Background: an optimization exercise with open tools, aiming at small area, a short achievable clock period and few clock cycles per item. Do not read the settings as production practice.
The RTL was checked by simulation tests, not by an equivalence proof against the original design.

==> 05-17 <==
Design scheduled_led_soft_ramp_dimmer_core, start of the top module:
module scheduled_led_soft_ramp_dimmer_core (
  input  logic                clk_i,
  input  logic                rst_ni,
  input  logic                cfg_we_i,
  input  logic [CfgIdxW-1:0]  cfg_idx_i,
  input  logic [CfgDataW-1:0] cfg_wdata_i,
  input  logic                in_valid_i,
  output logic                in_ready_o,
  input  logic [20:0]         in_data_i,
  output logic                out_valid_o,
  input  logic                out_ready_i,
  output logic [65:0]         out_data_o
);
==> flow/config.mk <==
export PLATFORM = sky130hd
export DESIGN_NAME = scheduled_led_soft_ramp_dimmer_core
export DESIGN_NICKNAME = scheduled_led_soft_ramp_dimmer_core
export VERILOG_FILES = /design/flow/design.v
export SDC_FILE = /design/flow/constraint.sdc
export NUM_CORES = 4
export LEC_CHECK = 0
export CAP_MARGIN = 20
export CORE_MARGIN = 2
export CORE_UTILIZATION = 40
export SLEW_MARGIN = 20
==> flow/constraint.sdc <==
create_clock -name core_clock -period 10.0 [get_ports {clk_i}]
set_input_delay 2.0000 -clock core_clock [delete_from_list [all_inputs] [get_ports {clk_i}]]
set_output_delay 2.0000 -clock core_clock [all_outputs]
set_load 0.01 [all_outputs]
standard.sh (not shown) runs the stock make flow with config.mk's settings and CLKGATE_MAP_FILE= SYNTH_SCRIPT=/design/flow/synth_recipe.tcl, a recipe that flattens the netlist after the stock synthesis.
==> flow/flow/run.sh <==
#!/bin/bash
set -euo pipefail
bash standard.sh finish SETUP_SLACK_MARGIN=7 > make.log 2>&1
==> 09-09: changes against 05-17 <==
--- a/flow/design.v
+++ b/flow/design.v
@@ -66,92 +66,43 @@
   } sld_stat_t;
 endpackage
 `default_nettype wire
 `default_nettype none
 module sld_tracker (
   input  logic        clk_i,
-  input  logic        rst_ni,
-  input  logic        inval_i,     
-  input  logic        ld0_i,       
-  input  logic [9:0]  v_i,         
-  input  logic [9:0]  d_i,         
-  input  logic        d_gt430_i,   
+  input  logic        ld_i,        
+  input  logic        ldz_i,       
+  input  logic [9:0]  ldr_i,
+  input  logic [10:0] ldp_i,
   input  logic        upd_i,       
   input  logic        up_i,        
   input  logic [9:0]  opa_i,       
   input  logic [9:0]  opb_i,       
   input  logic [10:0] qadd_i,      
-  output logic        valid_o,
   output logic [10:0] per_o        
 );
   logic [9:0]  r_q;
-  logic [10:0] q_q;
-  logic        valid_q, busy_q, fin_q;
-  logic [3:0]  cnt_q;
-  logic [10:0] trial, a_sum, b_sum, d_sum, qa, q0, q1;
-  logic        ge, dge;
-  logic [9:0]  rn, dn;
+  logic [10:0] p_q;
+  logic [10:0] a_sum, b_sum, p0, p1;
+  logic        ge;
   assign a_sum = {1'b0, r_q} + {1'b0, opa_i} + {10'd0, !up_i};
   assign b_sum = {1'b0, r_q} + {1'b1, opb_i} + {10'd0, !up_i};
   assign ge    = !b_sum[10];
-  assign rn    = ge ? b_sum[9:0] : a_sum[9:0];
-  assign trial = {r_q, q_q[10]};
-  assign d_sum = trial - {1'b0, d_i};
-  assign dge   = !d_sum[10];
-  assign dn    = dge ? d_sum[9:0] : trial[9:0];
-  assign qa    = fin_q ? 11'd10 : qadd_i;
-  assign q0    = q_q + qa;
-  assign q1    = q_q + qa + 11'd1;
-  assign per_o   = ge ? q1 : q0;
-  assign valid_o = valid_q;
-  always_ff @(posedge clk_i or negedge rst_ni) begin
-    if (!rst_ni) begin
-      valid_q <= 1'b0;
-      busy_q  <= 1'b0;
-      fin_q   <= 1'b0;
-      cnt_q   <= '0;
-    end else if (inval_i) begin
-      valid_q <= 1'b0;
-      busy_q  <= 1'b0;
-      fin_q   <= 1'b0;
-    end else if (ld0_i) begin
-      valid_q <= d_gt430_i;
-      busy_q  <= !d_gt430_i;
-      fin_q   <= 1'b0;
-      cnt_q   <= '0;
-    end else if (busy_q) begin
-      cnt_q <= cnt_q + 4'd1;
-      if (cnt_q == 4'd10) begin
-        busy_q <= 1'b0;
-        fin_q  <= 1'b1;
-      end
-    end else if (fin_q) begin
-      fin_q   <= 1'b0;
-      valid_q <= 1'b1;
-    end else if (!valid_q) begin
-      busy_q <= 1'b1;
-      cnt_q  <= '0;
-    end
-  end
+  assign p0    = p_q + qadd_i;
+  assign p1    = p_q + qadd_i + 11'd1;
+  assign per_o = ge ? p1 : p0;
   always_ff @(posedge clk_i) begin
-    begin
-      if (ld0_i) begin
-        r_q <= d_gt430_i ? 10'd430 : 10'd0;
-        q_q <= d_gt430_i ? 11'd10 : 11'd430;
-      end else if (busy_q) begin
-        r_q <= dn;
-        q_q <= {q_q[9:0], dge};
-      end else if (fin_q) begin
-        q_q <= q0;    
-      end else if (!valid_q) begin
-        r_q <= '0;
-        q_q <= {1'b0, v_i} + 11'd430;
-      end else if (upd_i) begin
-        r_q <= rn;
-        q_q <= per_o;
-      end
+    if (ldz_i) begin
+      r_q <= 10'd430;
+      p_q <= 11'd10;
+    end else if (ld_i) begin
+      r_q <= ldr_i;
+      p_q <= ldp_i;
+    end else if (upd_i) begin
+      r_q <= ge ? b_sum[9:0] : a_sum[9:0];
+      p_q <= per_o;
     end
   end
 endmodule
 `default_nettype wire
 `default_nettype none
 import sld_pkg::*;
@@ -278,13 +229,13 @@
     end else if (sfin_q) begin
       sfin_q   <= 1'b0;
       svalid_q <= 1'b1;
     end else if (!svalid_q) begin
       sbusy_q <= s_ge;
       sfin_q  <= !s_ge;
-      scnt_q  <= '0;
+      scnt_q  <= (step_q[9:6] == 4'd0) ? 4'd4 : 4'd0;
     end
   end
   always_ff @(posedge clk_i) begin
     if (!(wr_div || wr_step)) begin
       if (sbusy_q) begin
         sa_q <= s_ge ? s_xs[9:0] : s_x[9:0];
@@ -292,13 +243,13 @@
       end else if (sfin_q) begin
         sa_q <= powered_d ? sa_q : ~s_xs[9:0];
         sb_q <= powered_d ? s_xs[9:0] : ~sa_q;
         sq_q <= powered_d ? sq_q : ~sq_q;
       end else if (!svalid_q) begin
         sa_q <= s_ge ? 10'd0 : step_q;
-        sq_q <= s_ge ? step_q : 10'd0;
+        sq_q <= !s_ge ? 10'd0 : (step_q[9:6] == 4'd0) ? {step_q[5:0], 4'd0} : step_q;
       end else if (flip) begin
         sa_q <= ~sb_q;
         sb_q <= ~sa_q;
         sq_q <= ~sq_q;
       end
     end
@@ -309,14 +260,15 @@
   logic [2:0]       done_q, mv_q;
   logic [2:0]       tz_q, tz_d;    
   logic             run_d, oen_d;
   logic [2:0][9:0]  cur_d, dst_d, app_d;
   logic [2:0][10:0] per_d;
   logic [2:0]       done_d, mv_d;
-  logic [2:0]       t_valid, t_inval, t_upd;
-  logic             t_ld0;
+  logic [2:0]       t_valid_q, t_upd, t_ldz, t_ld, kill;
+  logic [2:0]       t_drop, t_drop_q;   
+  logic             sw_on0;             
   logic [2:0][9:0]  t_v;
   logic [2:0][10:0] t_per;
   logic             d_gt430;
   assign d_gt430 = dv_q > 10'd430;
   logic [2:0]       at_dst, tgt_nz, cur_nz;
   logic [2:0][9:0]  up_sum, dn_dif;
@@ -342,28 +294,28 @@
   assign done_dn = done_q & ~(h_mask & dn_zero);
   assign fin_up  = &done_up;
   assign fin_dn  = ~|done_dn;
   logic [2:0] need, need_tz;
   assign need    = (h_func && run_q) ? (h_mask & mv_q) : 3'b0;
   assign need_tz = (qc_q != 2'd0) ? (need & tz_q) : 3'b0;
-  assign stall   = (need & ~(t_valid & ~tz_q & {3{svalid_q}})) != 3'b0;
+  assign stall   = (need & ~(t_valid_q & ~tz_q & {3{svalid_q}})) != 3'b0;
   assign go    = (qc_q != 2'd0) && (!out_valid_o || out_ready_i) && !stall;
   always_comb begin
     powered_d = powered_q;
     run_d     = run_q;
     oen_d     = oen_q;
     cur_d     = cur_q;
     dst_d     = dst_q;
     app_d     = app_q;
     per_d     = per_q;
     done_d    = done_q;
     mv_d      = mv_q;
-    t_inval   = {3{wr_div}} | wr_tgt | need_tz;
+    t_drop    = '0;
     tz_d      = tz_q & ~need_tz;
     if (wr_div) tz_d = {3{!powered_q}};
-    t_ld0     = 1'b0;
+    sw_on0    = 1'b0;
     t_upd     = '0;
     if (go) begin
       if (!h_func) begin
         if (h_win && !powered_q) begin
           powered_d = 1'b1;
           if (smooth_q) begin
@@ -372,19 +324,19 @@
               per_d[i]  = StartPeriod;
               done_d[i] = 1'b0;
               dst_d[i]  = tgt_q[i];
             end
             mv_d  = tgt_nz;
             run_d = 1'b1;
-            t_ld0 = 1'b1;
-            tz_d  = '0;
+            sw_on0 = 1'b1;
+            tz_d   = '0;
           end else begin
             run_d   = 1'b0;
             app_d   = tgt_q;
             oen_d   = 1'b1;
-            t_inval = t_inval | at_dst | tz_q;
+            t_drop  = at_dst | tz_q;
             tz_d    = '0;
           end
         end else if (!h_win && powered_q) begin
           powered_d = 1'b0;
           if (smooth_q) begin
             for (int i = 0; i < 3; i++) begin
@@ -395,33 +347,33 @@
             end
             run_d = 1'b1;
           end else begin
             run_d   = 1'b0;
             oen_d   = 1'b0;
             app_d   = '0;
-            t_inval = t_inval | at_dst;
+            t_drop  = at_dst;
           end
         end
       end else if (run_q) begin
         for (int i = 0; i < 3; i++) begin
           if (h_mask[i]) begin
             t_upd[i] = mv_q[i];
             if (powered_q) begin
               if (up_clamp[i]) begin
                 cur_d[i]   = dst_q[i];
                 mv_d[i]    = 1'b0;
-                t_inval[i] = mv_q[i];
+                t_drop[i] = mv_q[i];
               end else begin
                 cur_d[i] = up_sum[i];
                 per_d[i] = t_per[i];
               end
             end else begin
               if (dn_zero[i]) begin
                 cur_d[i]   = '0;
                 mv_d[i]    = 1'b0;
-                t_inval[i] = mv_q[i];
+                t_drop[i] = mv_q[i];
               end else begin
                 cur_d[i] = dn_dif[i];
                 per_d[i] = t_per[i];
               end
             end
             app_d[i] = cur_d[i];
@@ -446,40 +398,106 @@
       dst_q     <= '0;
       app_q     <= '0;
       per_q     <= {3{StartPeriod}};
       done_q    <= '0;
       mv_q      <= '0;
       tz_q      <= '0;
+      t_drop_q  <= '0;
     end else begin
       powered_q <= powered_d;
       run_q     <= run_d;
       oen_q     <= oen_d;
       cur_q     <= cur_d;
       dst_q     <= dst_d;
       app_q     <= app_d;
       per_q     <= per_d;
       done_q    <= done_d;
       mv_q      <= mv_d;
       tz_q      <= tz_d;
+      t_drop_q  <= t_drop;
+    end
+  end
+  logic [2:0]  need_rb, v_zero, zsel, dsel, dtgt_q, dtgt_d, du_wr;
+  logic        du_idle, du_start, du_zero;
+  logic        dbusy_q, dfin_q;
+  logic [3:0]  dcnt_q;
+  logic [9:0]  dr_q, dv_sel;
+  logic [10:0] dq_q, d_trial, d_sum, d_p;
+  logic        d_ge;
+  always_comb begin
+    for (int i = 0; i < 3; i++) v_zero[i] = tz_q[i] || (t_v[i] == 10'd0);
+  end
+  assign kill    = {3{wr_div}} | wr_tgt | need_tz | t_drop_q | (sw_on0 ? ~tz_q : 3'b0);
+  assign need_rb = ~t_valid_q & ~dtgt_q;
+  assign du_idle = !dbusy_q && !dfin_q;
+  assign zsel    = need_rb & v_zero;
+  assign du_zero = zsel != 3'b0;
+  assign dsel    = du_zero   ? zsel :
+                   need_rb[0] ? 3'b001 :
+                   need_rb[1] ? 3'b010 : 3'b100;
+  assign du_start = du_idle && !wr_div && (need_rb != 3'b0) && !(du_zero && d_gt430);
+  assign dv_sel  = du_zero ? 10'd0 : need_rb[0] ? t_v[0] : need_rb[1] ? t_v[1] : t_v[2];
+  assign du_wr   = dfin_q ? (dtgt_q & ~kill) : 3'b0;
+  assign t_ldz = ((sw_on0 && d_gt430) ? ~tz_q : 3'b0)
+               | ((du_idle && d_gt430) ? (zsel & ~kill) : 3'b0);
+  assign t_ld  = du_wr;
+  always_comb begin
+    dtgt_d = dtgt_q & ~kill;
+    if (wr_div || dfin_q)     dtgt_d = '0;
+    else if (du_start)        dtgt_d = dsel & ~kill;
+  end
+  assign d_trial = {dr_q, dq_q[10]};
+  assign d_sum   = d_trial - {1'b0, dv_q};
+  assign d_ge    = !d_sum[10];
+  assign d_p     = dq_q + 11'd10;
+  always_ff @(posedge clk_i or negedge rst_ni) begin
+    if (!rst_ni) begin
+      t_valid_q <= '0;
+      dtgt_q    <= '0;
+      dbusy_q   <= 1'b0;
+      dfin_q    <= 1'b0;
+      dcnt_q    <= '0;
+    end else begin
+      t_valid_q <= (t_valid_q & ~kill) | t_ldz | t_ld;
+      dtgt_q    <= dtgt_d;
+      if (wr_div || dtgt_d == 3'b0) begin
+        dbusy_q <= 1'b0;
+        dfin_q  <= 1'b0;
+      end else if (du_start) begin
+        dbusy_q <= 1'b1;
+        dcnt_q  <= du_zero ? 4'd2 : 4'd0;
+      end else if (dbusy_q) begin
+        dcnt_q <= dcnt_q + 4'd1;
+        if (dcnt_q == 4'd10) begin
+          dbusy_q <= 1'b0;
+          dfin_q  <= 1'b1;
+        end
+      end
+    end
+  end
+  always_ff @(posedge clk_i) begin
+    if (du_start) begin
+      dr_q <= '0;
+      dq_q <= du_zero ? {9'd430, 2'd0} : {1'b0, dv_sel} + 11'd430;
+    end else if (dbusy_q) begin
+      dr_q <= d_ge ? d_sum[9:0] : d_trial[9:0];
+      dq_q <= {dq_q[9:0], d_ge};
     end
   end
   for (genvar i = 0; i < 3; i++) begin : g_trk
     sld_tracker u_trk (
       .clk_i     (clk_i),
-      .rst_ni    (rst_ni),
-      .inval_i   (t_inval[i]),
-      .ld0_i     (t_ld0 && (!tz_q[i] || d_gt430)),
-      .v_i       (t_v[i]),
-      .d_i       (dv_q),
-      .d_gt430_i (d_gt430),
+      .ld_i      (t_ld[i]),
+      .ldz_i     (t_ldz[i]),
+      .ldr_i     (dr_q),
+      .ldp_i     (d_p),
       .upd_i     (t_upd[i]),
       .up_i      (powered_q),
       .opa_i     (sa_q),
       .opb_i     (sb_q),
       .qadd_i    ({!powered_q, sq_q}),
-      .valid_o   (t_valid[i]),
       .per_o     (t_per[i])
     );
   end
   logic out_valid_q;
   always_ff @(posedge clk_i or negedge rst_ni) begin
     if (!rst_ni)          out_valid_q <= 1'b0;
==> flow/flow/run.sh (replaced) <==
#!/bin/bash
set -euo pipefail
bash standard.sh finish SETUP_SLACK_MARGIN=6 \
  'BUFFER_PORTS_ARGS=-buffer_cell sky130_fd_sc_hd__buf_2' > make.log 2>&1
PLACE_DENSITY = 0.75   (was unset)
==> comparison table <==
	09-09	05-17
Result of the run	complete, no violations	complete, no violations
Synthesized area divided by synthesized cell count	8.945 um2	8.877 um2
Detailed Place HPWL	71.75 mm	80.09 mm
Parity-gate share of the synthesized area counting xor and xnor cells	5.920%	5.782%
Vias per cell	6.036	6.033
Initial core utilization	40.26%	40.31%
Post-route clock skew	0.03701 ns	0.06359 ns
Multi-input gate share of the layout cell area	54.75%	53.99%
Crit. path cell count	17	18
Transition time of the tightest slew-check pin	1.053 ns	1.136 ns
M1 GR Usage	32.45%	38.01%
Routed met2 length	44.24 mm	57.71 mm
Sequential cell count	413	398
GR Layer Usage met3	5.929%	5.979%
Max Clk Rate	251.1 MHz	268.0 MHz
Initial antenna violation count	9	6
Testbench counts of 05-17, summed over its fixed seeds: cycles 4,547, items 3,822.
Testbench counts of 09-09, summed over its fixed seeds: cycles 4,549, items 3,822.

[static timing again, ports no longer ideal]
Ports are ideal in the flow. The routed layouts listed here were re-timed in OpenROAD.
Step 1 assumes that a clkbuf_16 drives the clock port and a buf_2 every other input.
Step 2 also shifts input and output timing later by t, the mid clock arrival at the registers, as if the neighbouring blocks saw the same clock.
Slacks: no drivers / after step 1 / after step 2; pairs: no drivers / after step 1.
run | t, ns | setup slack, ns | worst register clock-pin slew, ns
05-17 | 0.688 | 6.269 / 6.269 / 5.641 | 0.07 / 0.07
09-09 | 0.669 | 6.018 / 6.018 / 5.451 | 0.07 / 0.07
After both steps setup and hold are still met in every run listed. For 05-17, which loses most, drivers alone change the setup slack by 0.000 ns; drivers and shift together by -0.628 ns.
